Context: an optimization exercise on an open-source flow, tuned for small area. The choices shown serve that exercise and are no tape-out recipe.
Only simulation tests tie the RTL to the original design; equivalence was not proved.
Power figures rest on the tool's default switching activity, not on a simulated workload.

==> run G <==
==> flow/design.v <==
`default_nettype none
package fpPrepPkg;
    typedef enum logic [1:0] {
        MODE_FP16 = 2'b00,
        MODE_FP32 = 2'b01,
        MODE_RSVD = 2'b10,
        MODE_OFF  = 2'b11
    } precMode_t;
    typedef enum logic {
        TILE_HHLL = 1'b0,   
        TILE_HLHL = 1'b1    
    } tileOrder_t;
    localparam int LANES       = 16;   
    localparam int GROUP_LANES = 4;    
    localparam int OPERAND_W   = 256;
    localparam int FP16_W      = 16;
    localparam int FP16_EXP_W  = 5;
    localparam int FP16_FRAC_W = 10;
    localparam int FP32_W      = 32;
    localparam int FP32_EXP_W  = 8;
    localparam int FP32_FRAC_W = 23;
    localparam int TILE_W    = 13;
    localparam int TILE_LO_W = 13;   
    typedef logic [7:0]        expField_t;   
    typedef logic [9:0]        expSum_t;     
    typedef logic [TILE_W-1:0] manTile_t;
    localparam logic [GROUP_LANES*10-1:0] FP32_LANE_OFFSET = {
        10'd0,
        10'd13,
        10'd13,
        10'd26
    };
endpackage
`default_nettype wire
`default_nettype none
module fpMulPrepTop (
    input  wire logic                                   clk,
    input  wire logic                                   rstn,
    input  wire logic [fpPrepPkg::OPERAND_W-1:0]        i_a,
    input  wire logic [fpPrepPkg::OPERAND_W-1:0]        i_b,
    input  wire fpPrepPkg::precMode_t                   i_mode,
    output logic [fpPrepPkg::LANES-1:0]                 o_sign,
    output fpPrepPkg::expSum_t  [fpPrepPkg::LANES-1:0]  o_exp,
    output fpPrepPkg::manTile_t [fpPrepPkg::LANES-1:0]  o_manA,
    output fpPrepPkg::manTile_t [fpPrepPkg::LANES-1:0]  o_manB,
    output fpPrepPkg::precMode_t                        o_mode
);
    fpPrepPkg::precMode_t modeQ;
    always_ff @(posedge clk or negedge rstn) begin
        if (!rstn) modeQ <= fpPrepPkg::MODE_OFF;
        else       modeQ <= i_mode;
    end
    logic m16, m32;
    assign m16 = (modeQ == fpPrepPkg::MODE_FP16);
    assign m32 = (modeQ == fpPrepPkg::MODE_FP32);
    logic [15:0]      sx16;      
    logic [15:0]      hidA16, hidB16;
    logic [15:0]      zA16, zB16;
    logic [9:0]       fracA16 [16];
    logic [9:0]       fracB16 [16];
    logic [5:0]       sum16   [16];
    logic [3:0]       sx32;
    logic [30:0]      wA32 [4];   
    logic [30:0]      wB32 [4];
    logic [8:0]       sum32 [4];
    for (genvar l = 0; l < 8; l++) begin : gLo
        logic [14:0] aQ, bQ;
        logic        lcin;
        always_ff @(posedge clk) begin
            aQ <= i_a[16*l +: 15];
            bQ <= i_b[16*l +: 15];
        end
        if (l % 2 == 0) begin : gEven
            logic aS, bS;
            always_ff @(posedge clk) begin
                aS <= i_a[16*l+15];
                bS <= i_b[16*l+15];
            end
            assign sx16[l] = aS ^ bS;
            assign lcin    = 1'b0;
        end else begin : gOdd
            logic sx;
            logic [3:0] lo3;   
            always_ff @(posedge clk) begin
                sx <= i_a[16*l+15] ^ i_b[16*l+15];
            end
            assign sx16[l] = sx;
            assign lo3     = {1'b0, aQ[9:7]} + {1'b0, bQ[9:7]};
            assign lcin    = lo3[3] & modeQ[0];
            assign sum32[l/2] = {sum16[l], lo3[2:0]};
        end
        assign hidA16[l]  = |aQ[14:10];
        assign hidB16[l]  = |bQ[14:10];
        assign fracA16[l] = aQ[9:0];
        assign fracB16[l] = bQ[9:0];
        assign sum16[l]   = {1'b0, aQ[14:10]} + {1'b0, bQ[14:10]} + {5'd0, lcin};
    end
    for (genvar g = 0; g < 4; g++) begin : gW32
        assign sx32[g] = sx16[2*g+1];
        assign wA32[g] = {gLo[2*g+1].aQ, gLo[2*g].gEven.aS, gLo[2*g].aQ};
        assign wB32[g] = {gLo[2*g+1].bQ, gLo[2*g].gEven.bS, gLo[2*g].bQ};
    end
    for (genvar l = 8; l < 16; l++) begin : gHi
        logic       sx, hA, hB;
        logic [5:0] es;
        logic [9:0] fA, fB;
        always_ff @(posedge clk) begin
            sx <= i_a[16*l+15] ^ i_b[16*l+15];
            hA <= |i_a[16*l+10 +: 5];
            hB <= |i_b[16*l+10 +: 5];
            es <= {1'b0, i_a[16*l+10 +: 5]} + {1'b0, i_b[16*l+10 +: 5]};
            fA <= i_a[16*l +: 10];
            fB <= i_b[16*l +: 10];
        end
        assign sx16[l]    = sx;
        assign hidA16[l]  = hA;
        assign hidB16[l]  = hB;
        assign fracA16[l] = fA;
        assign fracB16[l] = fB;
        assign sum16[l]   = es;
    end
    for (genvar l = 0; l < 16; l++) begin : gZ
        assign zA16[l] = ~hidA16[l] & ~|fracA16[l];
        assign zB16[l] = ~hidB16[l] & ~|fracB16[l];
    end
    for (genvar l = 0; l < 16; l++) begin : gOut
        localparam int G = l / 4;
        localparam int P = l % 4;
        logic        v16, v32;
        logic        hidA32, hidB32;
        logic [12:0] tA16, tB16, tA32, tB32;
        logic [9:0]  e32;
        assign v16 = m16 & ~zA16[l] & ~zB16[l];
        assign v32 = m32 & (|wA32[G]) & (|wB32[G]);
        assign hidA32 = |wA32[G][30:23];
        assign hidB32 = |wB32[G][30:23];
        assign tA16 = {2'b00, hidA16[l], fracA16[l]};
        assign tB16 = {2'b00, hidB16[l], fracB16[l]};
        assign tA32 = (P < 2)      ? {2'b00, hidA32, wA32[G][22:13]} : wA32[G][12:0];
        assign tB32 = (P % 2 == 0) ? {2'b00, hidB32, wB32[G][22:13]} : wB32[G][12:0];
        assign e32 = {1'b0, sum32[G]} + fpPrepPkg::FP32_LANE_OFFSET[P*10 +: 10];
        assign o_sign[l] = (v16 & sx16[l]) | (v32 & sx32[G]);
        assign o_exp[l]  = ({10{v16}} & {4'd0, sum16[l]}) | ({10{v32}} & e32);
        assign o_manA[l] = ({13{m16}} & tA16) | ({13{m32}} & tA32);
        assign o_manB[l] = ({13{m16}} & tB16) | ({13{m32}} & tB32);
    end
    assign o_mode = modeQ;
endmodule
`default_nettype wire
==> flow/flow/run.sh <==
#!/bin/bash
# The standard layout with these changes:
#  - synthesis maps logic with an area-oriented abc script (area.abc) and maps
#    ripple-carry full adders to fa cells (abc_override.tcl); registers are
#    untouched;
#  - port buffers use the smallest buffer cell;
#  - IO pins may sit one track apart, so a smaller die fits all 1110 pins;
#  - each input port's buffer is moved next to its pin before detailed
#    placement (input_buffers_at_pins.tcl), so port nets need no antenna diodes;
#  - the one tie-low cell that synthesis makes drives all the constant-zero
#    outputs (no per-port tie cells);
#  - the clock tree uses clkbuf_8 cells, up to 16 registers per leaf buffer, and no dummy loads.
set -euo pipefail
W=$PWD
{ head -n 1 synth_recipe.tcl; cat flow/abc_override.tcl; tail -n +2 synth_recipe.tcl; } > synth_area.tcl
sed -e "s#SYNTH_SCRIPT=[^ ]*#SYNTH_SCRIPT=$W/synth_area.tcl#" standard.sh > standard_area.sh
grep -q "SYNTH_SCRIPT=$W/synth_area.tcl" standard_area.sh
export ABC_AREA_SCRIPT="$W/flow/area.abc"
export BUFFER_PORTS_ARGS="-buffer_cell sky130_fd_sc_hd__buf_1"
export PLACE_PINS_ARGS="-min_distance 1 -min_distance_in_tracks"
export CTS_ARGS="-sink_clustering_enable -repair_clock_nets -dont_use_dummy_load -buf_list sky130_fd_sc_hd__clkbuf_8 -sink_clustering_size 16 -sink_clustering_max_diameter 60"
export SKIP_REPAIR_TIE_FANOUT=1
export PRE_DETAIL_PLACE_TCL="$W/flow/input_buffers_at_pins.tcl"
bash standard_area.sh > standard.log 2>&1
==> flow/flow/abc_override.tcl <==
# Map with an area-oriented abc script (flow/area.abc: yosys's default liberty
# script with the mapper's delay constraint relaxed) instead of ORFS's
# delay-driven one; the clock period leaves ample slack. Only the
# combinational mapping changes: registers are mapped before this by dfflibmap.
proc abc {args} {
  foreach opt {-script -D} {
    set i [lsearch -exact $args $opt]
    if {$i >= 0} { set args [lreplace $args $i [expr {$i + 1}]] }
  }
  yosys abc {*}$args -script $::env(ABC_AREA_SCRIPT)
}
# Keep ripple-carry adders (no Kogge-Stone carry map) and skip the generic abc
# pass inside synth, so that the full-adder extraction below finds the adders.
proc synth {args} {
  set i [lsearch -exact $args -extra-map]
  if {$i >= 0} { set args [lreplace $args $i [expr {$i + 1}]] }
  yosys synth -nofsm -noshare -noabc {*}$args
}
# Map full adders to fa cells; half adders are left to abc.
proc extract_fa {args} { yosys extract_fa -fa {*}$args }
==> flow/flow/area.abc <==
strash
&get -n
&fraig -x
&put
dc2
strash
&get -n
&dch -f
&nf -R 1000
&put
==> flow/flow/input_buffers_at_pins.tcl <==
# Before detailed placement: move the buffer of each input port next to its
# pin, so the port's own (undriven) net stays short and needs no antenna diode.
# Detailed placement then legalizes the moved buffers.
set block [ord::get_db_block]
set core [$block getCoreArea]
set site_w 460
set row_h 2720
set moved 0
foreach bterm [$block getBTerms] {
  if {[$bterm getIoType] ne "INPUT"} { continue }
  set net [$bterm getNet]
  if {$net eq "NULL"} { continue }
  set iterms [$net getITerms]
  if {[llength $iterms] != 1} { continue }
  set inst [[lindex $iterms 0] getInst]
  if {[$inst isFixed]} { continue }
  set bbox [$bterm getBBox]
  set x [expr {([$bbox xMin] + [$bbox xMax]) / 2}]
  set y [expr {([$bbox yMin] + [$bbox yMax]) / 2}]
  set w [[$inst getMaster] getWidth]
  set x [expr {max([$core xMin], min($x, [$core xMax] - $w))}]
  set y [expr {max([$core yMin], min($y, [$core yMax] - $row_h))}]
  $inst setLocation $x $y
  incr moved
}
puts "Moved $moved input buffers next to their pins."
==> flow/standard.sh <==
#!/bin/bash
# synth_recipe.tcl (not shown) runs the flow's synth.tcl, then flattens the netlist and writes it again
# the make line also repeats each setting of config.mk as NAME=value (left out here)
make -C /OpenROAD-flow-scripts/flow DESIGN_CONFIG=/design/flow/config.mk WORK_HOME=/design/flow/orfs CLKGATE_MAP_FILE= SYNTH_SCRIPT=/design/flow/synth_recipe.tcl "${@:-finish}"
==> flow/config.mk <==
export PLATFORM = sky130hd
export DESIGN_NAME = fpMulPrepTop
export DESIGN_NICKNAME = fpMulPrepTop
export VERILOG_FILES = /design/flow/design.v
export SDC_FILE = /design/flow/constraint.sdc
export NUM_CORES = 4
export LEC_CHECK = 0
export CAP_MARGIN = 5
export CORE_AREA = 5 5 185 185
export DIE_AREA = 0 0 190 190
export SLEW_MARGIN = 5
==> flow/constraint.sdc <==
create_clock -name core_clock -period 8.0 [get_ports {clk}]
set_input_delay 1.6000 -clock core_clock [delete_from_list [all_inputs] [get_ports {clk}]]
set_output_delay 1.6000 -clock core_clock [all_outputs]
set_load 0.01 [all_outputs]
==> inputs of run K, as changes to run G <==
==> flow/run.sh (new file) <==
#!/bin/bash
# synth_recipe.tcl (not shown) runs the flow's synth.tcl, then flattens the netlist and writes it again
# the make line also repeats each setting of config.mk as NAME=value (left out here)
make -C /OpenROAD-flow-scripts/flow DESIGN_CONFIG=/design/flow/config.mk WORK_HOME=/design/flow/orfs CLKGATE_MAP_FILE= SYNTH_SCRIPT=/design/flow/synth_recipe.tcl finish
Settings changed: CAP_MARGIN 5 to 20, CORE_AREA 5 5 185 185 to 5 5 435 435, DIE_AREA 0 0 190 190 to 0 0 440 440, SLEW_MARGIN 5 to 20.
removed: flow/flow/run.sh
removed: flow/flow/abc_override.tcl
removed: flow/flow/area.abc
removed: flow/flow/input_buffers_at_pins.tcl
removed: flow/standard.sh
==> inputs of run F, as changes to run G <==
==> flow/flow/run.sh (replaced) <==
#!/bin/bash
# The standard layout with these changes:
#  - synthesis maps logic with abc's area-oriented default script and without
#    ORFS's adder extraction (abc_override.tcl); registers are untouched;
#  - port buffers use the smallest buffer cell;
#  - IO pins may sit one track apart, so a smaller die fits all 1110 pins;
#  - the clock tree uses clkbuf_16 cells, up to 24 registers per leaf buffer, and no dummy loads.
set -euo pipefail
W=$PWD
{ head -n 1 synth_recipe.tcl; cat flow/abc_override.tcl; tail -n +2 synth_recipe.tcl; } > synth_area.tcl
sed -e "s#SYNTH_SCRIPT=[^ ]*#SYNTH_SCRIPT=$W/synth_area.tcl ADDER_MAP_FILE=#" standard.sh > standard_area.sh
grep -q "SYNTH_SCRIPT=$W/synth_area.tcl" standard_area.sh
export BUFFER_PORTS_ARGS="-buffer_cell sky130_fd_sc_hd__buf_1"
export PLACE_PINS_ARGS="-min_distance 1 -min_distance_in_tracks"
export CTS_ARGS="-sink_clustering_enable -repair_clock_nets -dont_use_dummy_load -buf_list sky130_fd_sc_hd__clkbuf_16 -sink_clustering_size 24 -sink_clustering_max_diameter 60"
bash standard_area.sh > standard.log 2>&1
==> flow/flow/abc_override.tcl (replaced) <==
# Map with abc's default area-oriented liberty script instead of ORFS's
# delay-driven one (the clock period leaves ample slack). Only the
# combinational mapping changes: registers are mapped before this by dfflibmap.
proc abc {args} {
  foreach opt {-script -D} {
    set i [lsearch -exact $args $opt]
    if {$i >= 0} { set args [lreplace $args $i [expr {$i + 1}]] }
  }
  yosys abc {*}$args
}
Settings changed: CAP_MARGIN 5 to 20, CORE_AREA 5 5 185 185 to 5 5 235 235, DIE_AREA 0 0 190 190 to 0 0 240 240, SLEW_MARGIN 5 to 20.
removed: flow/flow/area.abc
removed: flow/flow/input_buffers_at_pins.tcl
==> qor summary <==
	run G	run F	run K
Area of all sequential standard cells	0.00974 mm^2	0.00974 mm^2	0.00975 mm^2
Area of the die	0.0361 mm^2	0.0576 mm^2	0.194 mm^2
Standby leakage power	9.20 nW	9.66 nW	14.3 nW
Count of distinct cell types in the synthesized netlist	34	43	61
Pre-CTS WS	2.09 ns	2.65 ns	2.10 ns
Vias per inst	6.51	5.74	3.96
Final Hold Slack	0.964 ns	1.07 ns	1.31 ns
Initial antenna violation count	15	64	83
Dominant cell type by count on the critical path	sky130_fd_sc_hd__fa_1	sky130_fd_sc_hd__nor3_1	sky130_fd_sc_hd__fa_1
Number of signal-net buffers in the layout	1085	1092	1112
Via count of the first global-routing pass	19844	20554	24014
Transition time at the pin with the least slew margin	1.18 ns	1.13 ns	0.981 ns
Clk slew on worst S/H paths	0.09 ns	0.07 ns	0.07 ns
Run status	complete, no violations	complete, no violations	complete, no violations

port drivers added, routing unchanged:
In the flow no input, the clock included, has a driving cell. The finished layouts below were timed again as built, in two steps. Step 1 (the two cells are an assumption about what drives the block):
set clk [get_ports {clk}]
set_driving_cell -lib_cell sky130_fd_sc_hd__clkbuf_16 $clk
set_driving_cell -lib_cell sky130_fd_sc_hd__buf_2 [delete_from_list [all_inputs] $clk]
Step 2, shift: input delay + t, output delay - t, t = (earliest + latest rising clock arrival at the registers) / 2. This alone moves slack from input paths to output paths. Three values: ideal ports, drivers, drivers and shift; two values: the first two.
run | t (ns) | slack for setup (ns) | hold slack, ns | worst setup path after step 2 | worst slew at a driven data input, ns
run G | 0.618 | 1.363 / 1.311 / 1.929 | 0.964 / 0.939 / 1.557 | register to output | 0.06
run K | 0.759 | 1.271 / 1.181 / 1.940 | 1.309 / 1.286 / 2.045 | register to output | 0.31
run F | 0.639 | 1.984 / 1.928 / 2.567 | 1.067 / 1.042 / 1.681 | register to output | 0.19
After both steps every run listed still meets setup and hold.
